What follows belongs to an exercise in optimizing a design on an open flow for small area and a short achievable clock period; a production flow would make more cautious choices. Only simulation tests tie the RTL to the original design; equivalence was not proved.

## the baseline
Design decode_stage, start of the top module:
module decode_stage #(
  parameter int XLEN  = 32,
  parameter int NREGS = 32
) (
  input  logic            clk,
  input  logic            rst,
  input  logic            in_valid,
  output logic            in_ready,
  input  logic [31:0]     in_instr,
  input  logic [XLEN-1:0] in_pc,
  input  logic            flush,
  input  logic            wb_en,
  input  logic [4:0]      wb_rd,
  input  logic [XLEN-1:0] wb_data,
  output logic            out_valid,
  input  logic            out_ready,
  output logic [XLEN-1:0] out_pc,
  output logic [XLEN-1:0] out_rs1_data,
  output logic [XLEN-1:0] out_rs2_data,
  output logic [XLEN-1:0] out_imm,
  output logic [4:0]      out_rs1,
  output logic [4:0]      out_rs2,
  output logic [4:0]      out_rd,
  output logic [3:0]      out_alu_ctrl,
  output logic            out_mul_en,
  output logic            out_branch,
  output logic            out_mem_read,
  output logic            out_mem_to_reg,
  output logic            out_mem_write,
  output logic            out_alu_src,
  output logic            out_reg_write,
  output logic            out_illegal,
  output logic [1:0]      out_jump
);
Size in the first run: ~1200 flip-flops, ~270 I/O pins.
==> flow/config.mk <==
export PLATFORM = sky130hd
export DESIGN_NAME = decode_stage
export DESIGN_NICKNAME = decode_stage
export VERILOG_FILES = /design/flow/design.v
export SDC_FILE = /design/flow/constraint.sdc
export NUM_CORES = 4
export LEC_CHECK = 0
export CAP_MARGIN = 20
export CORE_MARGIN = 2
export CORE_UTILIZATION = 50
export SETUP_SLACK_MARGIN = 2.5
export SLEW_MARGIN = 20
export SYNTH_HIERARCHICAL = 1
export SYNTH_MINIMUM_KEEP_SIZE = 0
==> flow/constraint.sdc <==
create_clock -name core_clock -period 6.0 [get_ports {clk}]
set_input_delay 1.2000 -clock core_clock [delete_from_list [all_inputs] [get_ports {clk}]]
set_output_delay 1.2000 -clock core_clock [all_outputs]
set_load 0.01 [all_outputs]
standard.sh (not shown) runs the stock make flow with config.mk's settings and CLKGATE_MAP_FILE= SYNTH_SCRIPT=/design/flow/synth_recipe.tcl, a recipe that flattens the netlist after the stock synthesis.
==> flow/flow/run.sh <==
#!/bin/bash
# The standard layout (standard.sh, unchanged synthesis) with three extra make settings:
#  - port buffers are plain buf_1 cells instead of the delay buffer buffer_ports picks on its own;
#  - the resizer may change a cell's footprint (sky130hd's config restricts it to the same one);
#  - clock tree synthesis clusters up to 25 sinks within 80 um per leaf buffer and inserts no
#    dummy loads.
# make's full output goes to flow_make.log here; each ORFS step logs under orfs/logs/.
set -uo pipefail
bash standard.sh \
  MATCH_CELL_FOOTPRINT=0 \
  "BUFFER_PORTS_ARGS=-buffer_cell sky130_fd_sc_hd__buf_1" \
  "CTS_ARGS=-sink_clustering_enable -repair_clock_nets -sink_clustering_size 25 -sink_clustering_max_diameter 80 -dont_use_dummy_load" \
  finish > flow_make.log 2>&1
status=$?
tail -20 flow_make.log
exit $status
Having completed the whole flow, the baseline delivered a layout that passed the timing, DRC and antenna checks.
#### Input delta (the candidate over the baseline)
-- flow/design.v --
<<< the baseline, line 57
  input  logic [7:0]      rs1_hi,
  input  logic            rs1_byp,    
  input  logic [3:0]      rs2_lo,
  input  logic [7:0]      rs2_hi,
  input  logic            rs2_byp,
  output logic [XLEN-1:0] rs1_data,
  output logic [XLEN-1:0] rs2_data,
>>> the candidate, line 57
  input  logic [7:0]      rs1_hi,
  input  logic            rs1_byp,    
  input  logic            rs1_zero,   
  input  logic [3:0]      rs2_lo,
  input  logic [7:0]      rs2_hi,
  input  logic            rs2_byp,
  input  logic            rs2_zero,
  output logic [XLEN-1:0] rs1_data,
  output logic [XLEN-1:0] rs2_data,
<<< the baseline, line 112
      rs2_data = rs2_data | ~t2[k];
    end
  end
endmodule
>>> the candidate, line 114
      rs2_data = rs2_data | ~t2[k];
    end
    rs1_data = rs1_data & {XLEN{!rs1_zero}};
    rs2_data = rs2_data & {XLEN{!rs2_zero}};
  end
endmodule
<<< the baseline, line 268
  logic [XLEN-1:0] rs1_d, rs2_d;
  assign r1lo  = 4'(1) << in_instr[16:15];
  assign r1hi  = use_rs1 ? 8'(1) << in_instr[19:17] : 8'd0;
  assign r2lo  = 4'(1) << in_instr[21:20];
  assign r2hi  = use_rs2 ? 8'(1) << in_instr[24:22] : 8'd0;
  assign wb_nz = wb_en && wb_rd != 5'd0;
  assign byp1  = wb_nz && use_rs1 && wb_rd == in_instr[19:15];
  assign byp2  = wb_nz && use_rs2 && wb_rd == in_instr[24:20];
  assign ref1 = wb_nz && wb_rd == out_rs1;
  assign ref2 = wb_nz && wb_rd == out_rs2;
>>> the candidate, line 272
  logic [XLEN-1:0] rs1_d, rs2_d;
  assign r1lo  = 4'(1) << in_instr[16:15];
  assign r1hi  = 8'(1) << in_instr[19:17];
  assign r2lo  = 4'(1) << in_instr[21:20];
  assign r2hi  = 8'(1) << in_instr[24:22];
  assign wb_nz = wb_en && wb_rd != 5'd0;
  assign byp1  = wb_nz && wb_rd == in_instr[19:15];
  assign byp2  = wb_nz && wb_rd == in_instr[24:20];
  assign ref1 = wb_nz && wb_rd == out_rs1;
  assign ref2 = wb_nz && wb_rd == out_rs2;
<<< the baseline, line 287
    .rs1_hi   (r1hi),
    .rs1_byp  (byp1),
    .rs2_lo   (r2lo),
    .rs2_hi   (r2hi),
    .rs2_byp  (byp2),
    .rs1_data (rs1_d),
    .rs2_data (rs2_d),
>>> the candidate, line 291
    .rs1_hi   (r1hi),
    .rs1_byp  (byp1),
    .rs1_zero (load && !use_rs1),
    .rs2_lo   (r2lo),
    .rs2_hi   (r2hi),
    .rs2_byp  (byp2),
    .rs2_zero (load && !use_rs2),
    .rs1_data (rs1_d),
    .rs2_data (rs2_d),
Findings:
Compared with the baseline, placement density in the core of the candidate is higher. The met3 routed wirelength of the candidate exceeds that of the baseline by about 12%. On area added between synthesis and finish, the candidate tracks the baseline almost exactly. In the candidate the area after synthesis turned out 0.88% higher than in the baseline. The baseline -> the candidate: count of non-CTS inverters in the layout decreased by more than half. The candidate ends up with a routed wire length that is 11000 um higher than in the baseline. Delta(number of cell instances on the worst register-to-register path, the candidate - the baseline) < 0. The candidate has overall routing resource usage below what the baseline had. Re number of diodes: the candidate is 9 up on the baseline. Looking at start point of the critical path, the in_instr[4] result is from the baseline; the in_instr[18] one comes from the candidate. Sort the baseline and the candidate by transition time at the pin with the least slew margin asc -> top: the candidate.

==> afterwards: timing with drivers on the ports <==
The flow's constraints put no driver on any port. The routed layouts listed below were extracted and timed again, unchanged, in two steps.
Step 1: set_driving_cell puts a clkbuf_16 on clk and a buf_2 on each other input, an assumption about the parent block.
Step 2 times the ports against the registers' clock, not the clock port: input delays grow and output delays shrink by t, the midpoint of the rising clock arrivals with the driver on.
Three values: ideal ports, drivers, drivers and shift; two values: the first two.
| run | t, ns | slack for setup (ns) | clock arrival spread, ns | cell pins on the clock port's net |
|---|---|---|---|---|
| the baseline | 0.726 | 2.384 / 2.369 / 1.671 | 0.052 / 0.052 | 1 |
| the candidate | 0.760 | 2.250 / 2.292 / 1.532 | 0.055 / 0.055 | 1 |
After both steps setup and hold are still met in every run listed. The setup slack of the candidate, which loses most, moves by +0.042 ns with the drivers and by -0.718 ns with both steps.
